This design comes from an exercise in tuning for small area and a short achievable clock period on the open sky130 flow, not from production work.
No functional check of the RTL was part of any run shown here.
Power and IR drop assume default switching activity.

==> flow/design.v <==
package fifo_pkg;
    localparam int ADDR_WIDTH     = 4;                    
    localparam int FIFO_DEPTH     = 1 << ADDR_WIDTH;      
    localparam int DATA_WIDTH     = 128;                  
    localparam int PROG_EMPTY_ASSERT = 4;                 
    typedef logic [ADDR_WIDTH-1:0] addr_t;                
    typedef logic [ADDR_WIDTH:0]   count_t;               
    typedef logic [DATA_WIDTH-1:0] data_t;                
    typedef logic [FIFO_DEPTH-1:0] sel_t;                 
endpackage
`timescale 1ns/1ns
module fifo_wr_ctrl (
    input  logic             rd_clk,
    input  logic             rd_rst_n,
    input  logic             fifo_clear,
    input  logic             wen,        
    input  logic             full_nxt,   
    output logic [2*fifo_pkg::FIFO_DEPTH-1:0] we,   
    output logic [2*fifo_pkg::FIFO_DEPTH-1:0] nwe   
);
    fifo_pkg::addr_t wr_ptr;
    fifo_pkg::addr_t wr_ptr_nxt;
    fifo_pkg::sel_t  wok;           
    fifo_pkg::sel_t  wok_b;         
    fifo_pkg::sel_t  nwok;          
    fifo_pkg::sel_t  nwok_b;        
    fifo_pkg::sel_t  wok_nxt;
    assign wr_ptr_nxt = fifo_clear ? '0 : (wen ? wr_ptr + 1'b1 : wr_ptr);
    always_ff @(posedge rd_clk or negedge rd_rst_n) begin
        if (!rd_rst_n) begin
            wr_ptr <= '0;
        end else begin
            wr_ptr <= wr_ptr_nxt;
        end
    end
    always_comb begin
        for (int r = 0; r < fifo_pkg::FIFO_DEPTH; r++) begin
            wok_nxt[r] = (wr_ptr_nxt == r[fifo_pkg::ADDR_WIDTH-1:0]) & ~(full_nxt & ~fifo_clear);
        end
    end
    always_ff @(posedge rd_clk or negedge rd_rst_n) begin
        if (!rd_rst_n) begin
            wok    <= 16'h0001;
            nwok   <= 16'hfffe;
            wok_b  <= 16'hffff;
            nwok_b <= 16'h0000;
        end else begin
            wok    <= wok_nxt;
            nwok   <= ~wok_nxt;
            wok_b  <= wok_nxt;
            nwok_b <= ~wok_nxt;
        end
    end
    assign we  = {wok_b, wok};
    assign nwe = {nwok_b, nwok};
endmodule
`timescale 1ns/1ns
module fifo_ram (
    input  logic             rd_clk,
    input  logic [31:0]      we,        
    input  logic [31:0]      nwe,       
    input  fifo_pkg::data_t  wdata,
    input  logic [63:0]      rsel,      
    output fifo_pkg::data_t  rdata
);
    fifo_pkg::data_t mem [fifo_pkg::FIFO_DEPTH];
    fifo_pkg::data_t rd_word;
    for (genvar r = 0; r < fifo_pkg::FIFO_DEPTH; r++) begin : g_row
        always_ff @(posedge rd_clk) begin
            for (int h = 0; h < 2; h++) begin
                mem[r][64*h +: 64] <= ({64{we[16*h + r]}} & wdata[64*h +: 64])
                                    | ({64{nwe[16*h + r]}} & mem[r][64*h +: 64]);
            end
        end
    end
    always_comb begin
        rd_word = '0;
        for (int r = 0; r < fifo_pkg::FIFO_DEPTH; r++) begin
            rd_word = rd_word | (mem[r] & {{32{rsel[48 + r]}}, {32{rsel[32 + r]}},
                                           {32{rsel[16 + r]}}, {32{rsel[r]}}});
        end
    end
    always_ff @(posedge rd_clk) begin
        rdata <= rd_word;
    end
endmodule
`timescale 1ns/1ns
module fifo_rd_ctrl (
    input  logic             rd_clk,
    input  logic             rd_rst_n,
    input  logic             fifo_clear,
    input  logic             ren,        
    input  logic             rd_en,
    output logic [4*fifo_pkg::FIFO_DEPTH-1:0] rsel   
);
    fifo_pkg::addr_t rd_ptr;
    always_ff @(posedge rd_clk or negedge rd_rst_n) begin
        if (!rd_rst_n) begin
            rd_ptr <= '0;
        end else if (fifo_clear) begin
            rd_ptr <= '0;
        end else if (ren) begin
            rd_ptr <= rd_ptr + 1'b1;
        end
    end
    always_ff @(posedge rd_clk) begin
        for (int r = 0; r < fifo_pkg::FIFO_DEPTH; r++) begin
            rsel[r]      <= (rd_ptr == r[fifo_pkg::ADDR_WIDTH-1:0]);
            rsel[16 + r] <= (rd_ptr == r[fifo_pkg::ADDR_WIDTH-1:0]) & ~fifo_clear;
            rsel[32 + r] <= (rd_ptr == r[fifo_pkg::ADDR_WIDTH-1:0]) & rd_en;
            rsel[48 + r] <= (rd_ptr == r[fifo_pkg::ADDR_WIDTH-1:0]) & ren;
        end
    end
endmodule
`timescale 1ns/1ns
module fifo_buffer_top (
    input  logic          rd_clk,
    input  logic          rd_rst_n,
    input  logic          fifo_clear,
    input  logic          wr_en,
    input  logic [127:0]  wr_data,
    input  logic [4:0]    prog_full_assert_cfg,
    input  logic [4:0]    prog_full_negate_cfg,
    output logic          full,
    output logic          prog_full,
    output logic          ovf_int,
    input  logic          rd_en,
    output logic          empty,
    output logic          prog_empty,
    output logic          udf_int,
    output logic [127:0]  rd_data,
    output logic          rd_data_val,
    output logic [4:0]    data_count
);
    logic             wen;       
    logic             ren;       
    fifo_pkg::count_t occ;       
    fifo_pkg::count_t occ_nxt;
    logic             occ_inc;   
    logic             occ_dec;   
    logic             full_nxt;
    logic             empty_nxt;
    logic             dc_inc;    
    logic             dc_dec;    
    fifo_pkg::count_t dc_nxt;
    logic [1:0]       val_pipe;  
    logic [31:0]      we;
    logic [31:0]      nwe;
    logic [63:0]      rsel;
    logic             nfull;       
    logic             empty_i;     
    logic             nempty_o;    
    logic             nprog_empty;
    logic             nval_i;      
    fifo_pkg::count_t ndc_i;       
    fifo_pkg::count_t dc_i;
    assign empty      = ~nempty_o;
    assign prog_empty = ~nprog_empty;
    assign wen = wr_en & nfull;
    assign ren = rd_en & ~empty_i;
    assign occ_inc   = wen & ~ren;
    assign occ_dec   = ren & ~wen;
    assign occ_nxt   = occ_inc ? occ + 5'd1 : (occ_dec ? occ - 5'd1 : occ);
    assign full_nxt  = occ_inc ? (occ == 5'd15) : (~nfull & ~occ_dec);
    assign empty_nxt = occ_dec ? (occ == 5'd1) : (empty_i & ~occ_inc);
    assign dc_i      = ~ndc_i;
    assign dc_inc    = wen & nval_i;
    assign dc_dec    = ~nval_i & ~wen;
    assign dc_nxt    = dc_inc ? dc_i + 5'd1 : (dc_dec ? dc_i - 5'd1 : dc_i);
    always_ff @(posedge rd_clk or negedge rd_rst_n) begin
        if (!rd_rst_n) begin
            occ         <= '0;
            full        <= 1'b0;
            nfull       <= 1'b1;
            empty_i     <= 1'b1;
            nempty_o    <= 1'b0;
            prog_full   <= 1'b0;
            nprog_empty <= 1'b0;
            val_pipe    <= '0;
            nval_i      <= 1'b1;
            data_count  <= '0;
            ndc_i       <= '1;
        end else if (fifo_clear) begin
            occ         <= '0;
            full        <= 1'b0;
            nfull       <= 1'b1;
            empty_i     <= 1'b1;
            nempty_o    <= 1'b0;
            prog_full   <= 1'b0;
            nprog_empty <= 1'b0;
            val_pipe    <= '0;
            nval_i      <= 1'b1;
            data_count  <= '0;
            ndc_i       <= '1;
        end else begin
            occ         <= occ_nxt;
            full        <= full_nxt;
            nfull       <= ~full_nxt;
            empty_i     <= empty_nxt;
            nempty_o    <= ~empty_nxt;
            if (occ >= prog_full_assert_cfg) begin
                prog_full <= 1'b1;
            end else if (occ < prog_full_negate_cfg) begin
                prog_full <= 1'b0;
            end
            nprog_empty <= (occ > 5'(fifo_pkg::PROG_EMPTY_ASSERT));
            val_pipe    <= {val_pipe[0], ren};
            nval_i      <= ~val_pipe[0];
            data_count  <= dc_nxt;
            ndc_i       <= ~dc_nxt;
        end
    end
    always_ff @(posedge rd_clk or negedge rd_rst_n) begin
        if (!rd_rst_n) begin
            ovf_int <= 1'b0;
            udf_int <= 1'b0;
        end else begin
            ovf_int <= wr_en & ~nfull;
            udf_int <= rd_en & empty_i;
        end
    end
    assign rd_data_val = val_pipe[1];
    fifo_wr_ctrl u_wr_ctrl (
        .rd_clk     ( rd_clk     ),
        .rd_rst_n   ( rd_rst_n   ),
        .fifo_clear ( fifo_clear ),
        .wen        ( wen        ),
        .full_nxt   ( full_nxt   ),
        .we         ( we         ),
        .nwe        ( nwe        )
    );
    fifo_ram u_ram (
        .rd_clk     ( rd_clk     ),
        .we         ( we         ),
        .nwe        ( nwe        ),
        .wdata      ( wr_data    ),
        .rsel       ( rsel       ),
        .rdata      ( rd_data    )
    );
    fifo_rd_ctrl u_rd_ctrl (
        .rd_clk     ( rd_clk     ),
        .rd_rst_n   ( rd_rst_n   ),
        .fifo_clear ( fifo_clear ),
        .rd_en      ( rd_en      ),
        .ren        ( ren        ),
        .rsel       ( rsel       )
    );
endmodule
==> flow/flow/run.sh <==
#!/bin/bash
# Standard ORFS layout with three changes:
#  - port buffers are buf_2 instead of the slow delay buffer buffer_ports picks by default
#  - repair may change a cell's footprint
#  - clock tree: larger sink clusters, no dummy loads
set -euo pipefail
export BUFFER_PORTS_ARGS="-buffer_cell sky130_fd_sc_hd__buf_2"
export CTS_ARGS="-sink_clustering_enable -repair_clock_nets -dont_use_dummy_load -sink_clustering_size 25 -sink_clustering_max_diameter 90"
bash standard.sh MATCH_CELL_FOOTPRINT=0 finish > make.log 2>&1
==> flow/standard.sh <==
#!/bin/bash
# synth_recipe.tcl (not shown) runs the flow's synth.tcl, then flattens the netlist and writes it again
# the make line also repeats each setting of config.mk as NAME=value (left out here)
make -C /OpenROAD-flow-scripts/flow DESIGN_CONFIG=/design/flow/config.mk WORK_HOME=/design/flow/orfs CLKGATE_MAP_FILE= SYNTH_SCRIPT=/design/flow/synth_recipe.tcl "${@:-finish}"
==> flow/config.mk <==
export PLATFORM = sky130hd
export DESIGN_NAME = fifo_buffer_top
export DESIGN_NICKNAME = fifo_buffer_top
export VERILOG_FILES = /design/flow/design.v
export SDC_FILE = /design/flow/constraint.sdc
export NUM_CORES = 4
export LEC_CHECK = 0
export CAP_MARGIN = 20
export CORE_MARGIN = 2
export CORE_UTILIZATION = 55
export SETUP_SLACK_MARGIN = 1.9
export SLEW_MARGIN = 20
export TNS_END_PERCENT = 100
==> flow/constraint.sdc <==
create_clock -name core_clock -period 4.0 [get_ports {rd_clk}]
set_input_delay 0.8000 -clock core_clock [delete_from_list [all_inputs] [get_ports {rd_clk}]]
set_output_delay 0.8000 -clock core_clock [all_outputs]
set_load 0.01 [all_outputs]
==> results.cfg, run 1 <==
[run_status]
status = finished clean

[synth]
ys_ff_latch = 2336
synth-seq-area-share_pct = 59.0
syn_inst = 6739
synth.cell_area_um2 = 80200
syn-num-nets = 6903
synth_warnings = 5
yosysUniqueCellTypes = 54
synth_area_per_cell_um2 = 11.9

[sta]
drv_slew = 0
rsz0062_at_grt = yes
relSlewSlack_pct = 14.7
worst_pin_slew_ns = 1.28
fin_crit_sh_pct = 55.2
finalHoldViolations = 0
skew_ns = 0.0272
period_needed_ns = 2.21
setup_violations = 0
fmax_ghz = 0.453
fin_tns_setup_ns = 0

[detailed_routing]
ant_nets = 0
drt_iter0_markers = 7323
remaining_drc_errors = 0
via_per_inst = 7.58
vias = 62800
routed_wl_um = 304000
drtPass1Iterations = 6
wl_per_cell_um = 36.7

[layout]
n_fill_cell = 11900
drive_above_1_share_pct = 11.7
area_delta_synth_final_pct = 5.98
finalNonFillerCells = 8286
fin_nets = 6509

[placement]
dp_cells = 8145
hpwl_um = 148000
gp_congestion = 0.817
portBuffers = 282

[critical_path]
cpLargestDelayFamily = flip-flops
crit_cells = 1
cp_max_fo = 1
required_ns = 3.20
critical-path-max-stage-delay_ns = 0.50
critPathBufInv = 1
timing.reg2reg.worst_path_depth = 2
cp-end-kind = output port
ff2ff_setup_slack_ns = 1.88
critical_path_class = reg2out
slowest_stage = dfrtp_2
rr_startpoint = u_wr_ctrl.wok_b[3]$_DFF_PN1_
path_cells = buf_6
critical_path.startpoint_type = register
worstPathArrival_ns = 1.41
r2r-end = u_ram.mem[3][113]$_DFF_P_

[floorplanning]
die-area_um2 = 149000
io_pins = 283
coreArea_um2 = 145000
fp-row-count = 140
die_w_um = 386
dieHeight_um = 386
start_util_pct = 55.2

[job]
maxCapViolCount = 0

[power_and_ir_drop]
p_leak_nw = 33.7
peakVddDrop_mv = 0.367
p_per_area_nw_per_um2 = 510

[global_routing]
grt_max_degree = 82
grt_usage_pct = 39.4
grt_antenna_before_repair = 40
grt_pass1_vias = 59400
grt_overflow = 0
grt_first_pass_wirelength_um = 433000

[hold_path]
worstHoldPathType = in2async

[clock_network]
clk_latency_ns = 0.76
cts_hold_buf = 0
cts_tree = yes
clk_pin_slew_ns = 0.10
cts_htree_levels = 3
cts.sinks = 2336
cts_buffers = 103
cts_root_buf = clkbuf_16
cts_buffer_depth = 3
[sequential cells by signal (all words and copies together), names as in the netlist, 2 cells and up]
name	flops
val_pipe	2
u_wr_ctrl.wok	16
u_ram.rdata	128
data_count	5
u_wr_ctrl.nwok_b	16
u_ram.mem	2048
u_wr_ctrl.wok_b	15
u_rd_ctrl.rsel	64
u_wr_ctrl.nwok	15
occ	5
u_rd_ctrl.rd_ptr	4
ndc_i	5
u_wr_ctrl.wr_ptr	4
[cells in the final DEF (no fill, tap or decap), types with 4 or more instances in the layout]
master and instances:
diode_2 26, dfxtp_1 2132, dfrtp_1 18, nand3_1 28, buf_6 34, a221oi_1 512, dfstp_2 8, and3_1 15
nor3_1 9, buf_4 133, dfstp_4 31, o21ai_0 4, nor3_2 10, dfxtp_4 21, buf_2 246, a22o_1 2560
ha_1 21, xor2_1 5, or2_2 5, a21o_1 5, a21oi_1 10, dfxtp_2 87, dfrtp_2 8, dfrtp_4 31
nand2_1 24, and2_1 8, clkbuf_16 103, nor2b_1 7, nor2_1 47, inv_1 38, nand4_1 130, xnor2_1 4
[per-stage QoR]
| stage | power, W | util, % | hold WS [ns] | instance area [um2] | setup slack [ns] |
|---|---|---|---|---|---|
| 6_report | 0.0434 | 58.5 | 0.189 | 85000 | 1.79 |
| 5_1_grt | 0.0447 | 58.5 | 0.249 | 85000 | 1.75 |
| 4_1_cts | 0.0433 | 58.4 | 0.208 | 84800 | 1.77 |
| 3_5_place_dp | 0.0317 | 56.3 | 0.444 | 81800 | 1.25 |
| 3_3_place_gp | 0.0316 | 56.3 | 0.453 | 81800 | 1.30 |
| 2_1_floorplan | 0.0303 | - | 0.368 | 80200 | 1.91 |
[how the worst max path moves through the flow]
stage,end,startpoint,slack (ns)
after CTS,full,full$_DFF_PN0_,1.77
after floorplan,u_wr_ctrl.nwok_b[4]$_DFF_PN0_,wr_en,1.91
final,data_count[1],data_count[1]$_DFF_PN0_,1.79
after global placement,u_wr_ctrl.wok[1]$_DFF_PN0_,wr_en,1.30
after global routing,full,full$_DFF_PN0_,1.75
after detailed placement,u_wr_ctrl.wok[2]$_DFF_PN0_,wr_en,1.25
[layout make-up]
type	count	area, um2	area share (%)
flip-flops and latches	2336	47700	56.2
multi-input cells	3445	29300	34.5
repair buffers	419	2740	3.22
clock buffers	103	2580	3.03
well taps	1917	2400	2.82
inverters	40	156	0.184
diodes	26	65.1	0.0766
[cell families after synthesis]
group,after synthesis,synth area share (%)
AO/OA/AOI/OAI,3113,33.9
flip-flops,2336,59.0
buffers and inverters,958,4.54
AND/OR/NAND/NOR,300,2.11
adder cells (fa/ha/maj),21,0.328
XOR/XNOR,9,0.0983
multiplexers,2,0.0406
[power breakdown]
part | total [W] | internal, W | leakage, nW | switching, W
clock | 0.0119 | 0.00461 | 1.27 | 0.00727
combinational | 0.00371 | 0.00218 | 13.0 | 0.00152
sequential | 0.0278 | 0.0259 | 19.4 | 0.00187
total | 0.0434 | 0.0327 | 33.7 | 0.0107
[what timing repair did]
action / in CTS / in global routing
endpoints found under the hold margin: 0 / 0
gates resized for setup: 119 / 20
pin swaps: 0 / 2
buffers inserted: 6 / 4
endpoints found under the setup margin: 110 / 75
[cell usage after synthesis, drive strengths merged]
cell    count  area [um2]
a211oi      3        22.5
a21bo       1        10.0
a21boi      1        7.51
a21o        5        37.5
a21oi      10        50.1
a221oi    512        4480
a22o     2560       22400
a311oi      1        8.76
a31oi       2        12.5
and2       10        65.1
and3       15        93.8
buf       171         684
clkbuf    747        2800
dfrtp      57        1430
dfstp      39        1020
dfxtp    2240       44800
ha         21         263
inv        40         153
mux2i       2        32.5
nand2      24        90.1
nand2b      4        32.5
nand3      28         140
nand3b      1        7.51
nand4     131         835
nand4b      2        17.5
nor2       48         183
nor2b       7        43.8
nor3       19         105
nor3b       2        15.0
nor4b       1        8.76
o211ai      1        7.51
o21a        6        45.0
o21ai       6        30.0
o21bai      1        7.51
o22ai       1        6.26
o311a       1        10.0
o32a        1        10.0
o32ai       1        8.76
or2         6        37.5
or3b        1        8.76
or4b        1        10.0
xnor2       4        35.0
xor2        5        43.8
[routing by layer]
layer	track usage [%]	share of wire, %	vias to the layer above
li1	-	-	25700
met5	0	0.043	-
met3	8.14	11	820
met2	59.9	44	4147
met1	55.1	41	32100
met4	14.9	4.3	22
==> run 2, diff against run 1 <==
--- a/flow/config.mk
+++ b/flow/config.mk
@@ -9,5 +9,5 @@
 export CORE_MARGIN = 2
 export CORE_UTILIZATION = 55
-export SETUP_SLACK_MARGIN = 1.9
+export SETUP_SLACK_MARGIN = 2.1
 export SLEW_MARGIN = 20
 export TNS_END_PERCENT = 100
==> run 2 against run 1 <==
Still clean on timing, DRC and antenna. Wire length grew 3.6%. Non-clock buffer count grew 31. First-iteration DRC count grew 5.6%. Combinational power grew 7.0%. Cell count grew 0.35%. Critical endpoint is now full. Largest power group unchanged.
==> results.cfg, run 2 <==
[run_status]
status = finished clean

[synth]
yosysTopAreaCell = dfxtp_1
synth.cell_area_um2 = 80200
ys_ff_latch = 2336
syn-num-nets = 6903
synth-edff-count = 0
yosysMostFrequentCell = a22o_1
syn_inst = 6739
synth_ff_type = dfxtp_1
synth_top_area_share_pct = 55.9
synthTopCellsByArea = dfxtp_1 56%, a22o_1 28%, a221oi_1 5.6%, clkbuf_1 3.5%, dfrtp_1 1.8%
synth_warnings = 5
synth_common_cells = 2560 x a22o_1, 2240 x dfxtp_1, 747 x clkbuf_1, 512 x a221oi_1, 160 x buf_1
synth-seq-area-share_pct = 59.0
async_flop_share_pct = 4.11
yosysUniqueCellTypes = 54
synth_area_per_cell_um2 = 11.9

[sta]
skew_ns = 0.0370
fmax_ghz = 0.456
fin_tns_setup_ns = 0
finalHoldViolations = 0
relSlewSlack_pct = 13.6
fin_ws_ns = 1.80
rsz0062_at_grt = yes
worst_pin_slew_ns = 1.30
drv_slew = 0
period_needed_ns = 2.20
setup_violations = 0
fin_crit_sh_pct = 54.9
fin_hold_ws_ns = 0.146

[power_and_ir_drop]
p_per_area_nw_per_um2 = 507
p_sw_share_pct = 24.7
seq_power_share_pct = 63.5
peakVddDrop_mv = 0.341
p_sw_w = 0.0108
p_leak_nw = 34.1
p_int_w = 0.0328
comb_power_share_pct = 9.1
clock_power_share_pct = 27.4

[global_routing]
grt_first_pass_wirelength_um = 441000
grt_overflow = 0
grt_usage_pct = 40.4
grt_pass1_vias = 60000
grt_antenna_before_repair = 33
grt_max_degree = 72

[placement]
gp_congestion = 0.809
dp_slack_ns = 1.36
hpwl_um = 149000
post_dp_cell_area_um2 = 81900
portBuffers = 282

[layout]
layout_commonest_cell = a22o_1
final_area_um2 = 86100
largest_reg_flops = 2048
largestRegisters = u_ram.mem x2048, u_ram.rdata x128, u_rd_ctrl.rsel x64
fin_nets = 6541
mostFrequentLayoutCells = 2560 x a22o_1, 2100 x dfxtp_1, 512 x a221oi_1
n_fill_cell = 11700
area_delta_synth_final_pct = 7.37
drive_above_1_share_pct = 12.9
fin_util_pct = 59.3
largest_register = u_ram.mem

[clock_network]
cts_htree_levels = 3
cts_tree = yes
clk_pin_slew_ns = 0.10
cts.sinks = 2336
clk_latency_ns = 0.77
cts_buffers = 104
cts_buffer_depth = 3
cts_root_buf = clkbuf_16

[floorplanning]
die-area_um2 = 149000
die_w_um = 386
start_util_pct = 55.2
io_pins = 283
fp-row-count = 140
coreArea_um2 = 145000
dieHeight_um = 386

[critical_path]
critical_path.startpoint_type = register
cpLargestDelayFamily = flip-flops
worstPathArrival_ns = 1.40
required_ns = 3.20
critical_path_class = reg2out
path_cells = buf_6
timing.reg2reg.worst_path_depth = 2
critical-path-max-stage-delay_ns = 0.50
rr_startpoint = u_wr_ctrl.wok[9]$_DFF_PN0_
ff2ff_setup_slack_ns = 2.04
critPathBufInv = 1
cp_max_fo = 1
slowest_stage = dfrtp_2
r2r-end = u_ram.mem[9][16]$_DFF_P_
cp-end-kind = output port

[job]
maxCapViolCount = 0

[detailed_routing]
remaining_drc_errors = 0
routed_wl_um = 315000
drtPass1Iterations = 7
vias = 63400
drt_iter0_markers = 7731
via_per_inst = 7.63
wl_per_cell_um = 37.9
ant_nets = 0

[hold_path]
worstHoldPathType = in2async
==> run 2: area by class of cell <==
cell class              instances  area [um2]  share of cell area [%]
clock buffers                 104        2600                    3.02
diodes                         23        57.6                  0.0669
multi-input cells            3445       29400                    34.2
repair buffers                450        3680                    4.27
flip-flops and latches       2336       47800                    55.5
inverters                      40         155                   0.180
well taps                    1917        2400                    2.79
==> run 2: worst max-delay path by stage <==
stage | from | end | slack, ns | cells after the start
2_1_floorplan | wr_en | u_wr_ctrl.wok[7]$_DFF_PN0_ | 1.98 | 8
3_3_place_gp | wr_en | u_wr_ctrl.wok[5]$_DFF_PN0_ | 1.43 | 6
3_5_place_dp | wr_en | u_wr_ctrl.wok[1]$_DFF_PN0_ | 1.36 | 6
4_1_cts | prog_full$_DFFE_PN0P_ | prog_full | 1.79 | 1
5_1_grt | prog_full$_DFFE_PN0P_ | prog_full | 1.79 | 1
6_report | full$_DFF_PN0_ | full | 1.80 | 1
==> run 2: power by group through the flow <==
stage,sequential [W],clock [W],combinational [W]
after floorplan,0.0274,0,0.00291
after global placement,0.0281,0,0.00353
after detailed placement,0.0281,0,0.00366
after CTS,0.0276,0.0120,0.00386
after global routing,0.0279,0.0127,0.00428
final,0.0277,0.0119,0.00397
==> run 2: logic make-up after synthesis <==
family                   count (synthesis)  share of synthesized area (%)
multiplexers                             2                         0.0406
XOR/XNOR                                 9                         0.0983
AND/OR/NAND/NOR                        300                           2.11
flip-flops                            2336                           59.0
adder cells (fa/ha/maj)                 21                          0.328
buffers and inverters                  958                           4.54
AO/OA/AOI/OAI                         3113                           33.9
==> run 2: stage by stage <==
| step | power, W | cells |
|---|---|---|
| global route | 0.0450 | 8302 |
| finish | 0.0436 | 8315 |
| floorplan | 0.0304 | 6739 |
| global placement | 0.0316 | 8153 |
| detailed placement | 0.0318 | 8154 |
| CTS | 0.0434 | 8279 |
==> run 2: metal layers <==
layer,part of all wire [%],global-route usage [%],vias to the layer above
li1,-,-,25800
met1,40,55.7,32100
met2,43,60.9,4546
met3,12,8.80,967
met4,5.2,17.7,30
met5,0.059,0,-
==> run 2: timing repair <==
action / in CTS / in global routing
hold buffers: 0 / 0
pin swaps: 3 / 4
setup endpoints to repair: 401 / 237
gates resized for setup: 194 / 64
setup buffers: 21 / 12

static timing again, ports no longer ideal:
In the flow no input, the clock included, has a driving cell. The finished layouts below were timed again as built, in two steps.
Step 1 assumes that a clkbuf_16 drives the clock port and a buf_2 every other input.
Step 2 also shifts input and output timing later by t, the mid clock arrival at the registers, as if the neighbouring blocks saw the same clock.
Slacks: ideal ports / drivers / drivers and shift; pairs: ideal ports / drivers.
run | t, ns | setup slack, ns | clock arrival spread, ns | worst data-port slew with drivers (ns)
run 1 | 0.831 | 1.793 / 1.712 / 1.422 | 0.031 / 0.031 | 0.19
run 2 | 0.833 | 1.805 / 1.724 / 1.422 | 0.038 / 0.038 | 0.19
After both steps setup and hold are still met in every run listed. The setup slack of run 2, which loses most, moves by -0.081 ns with the drivers and by -0.383 ns with both steps.
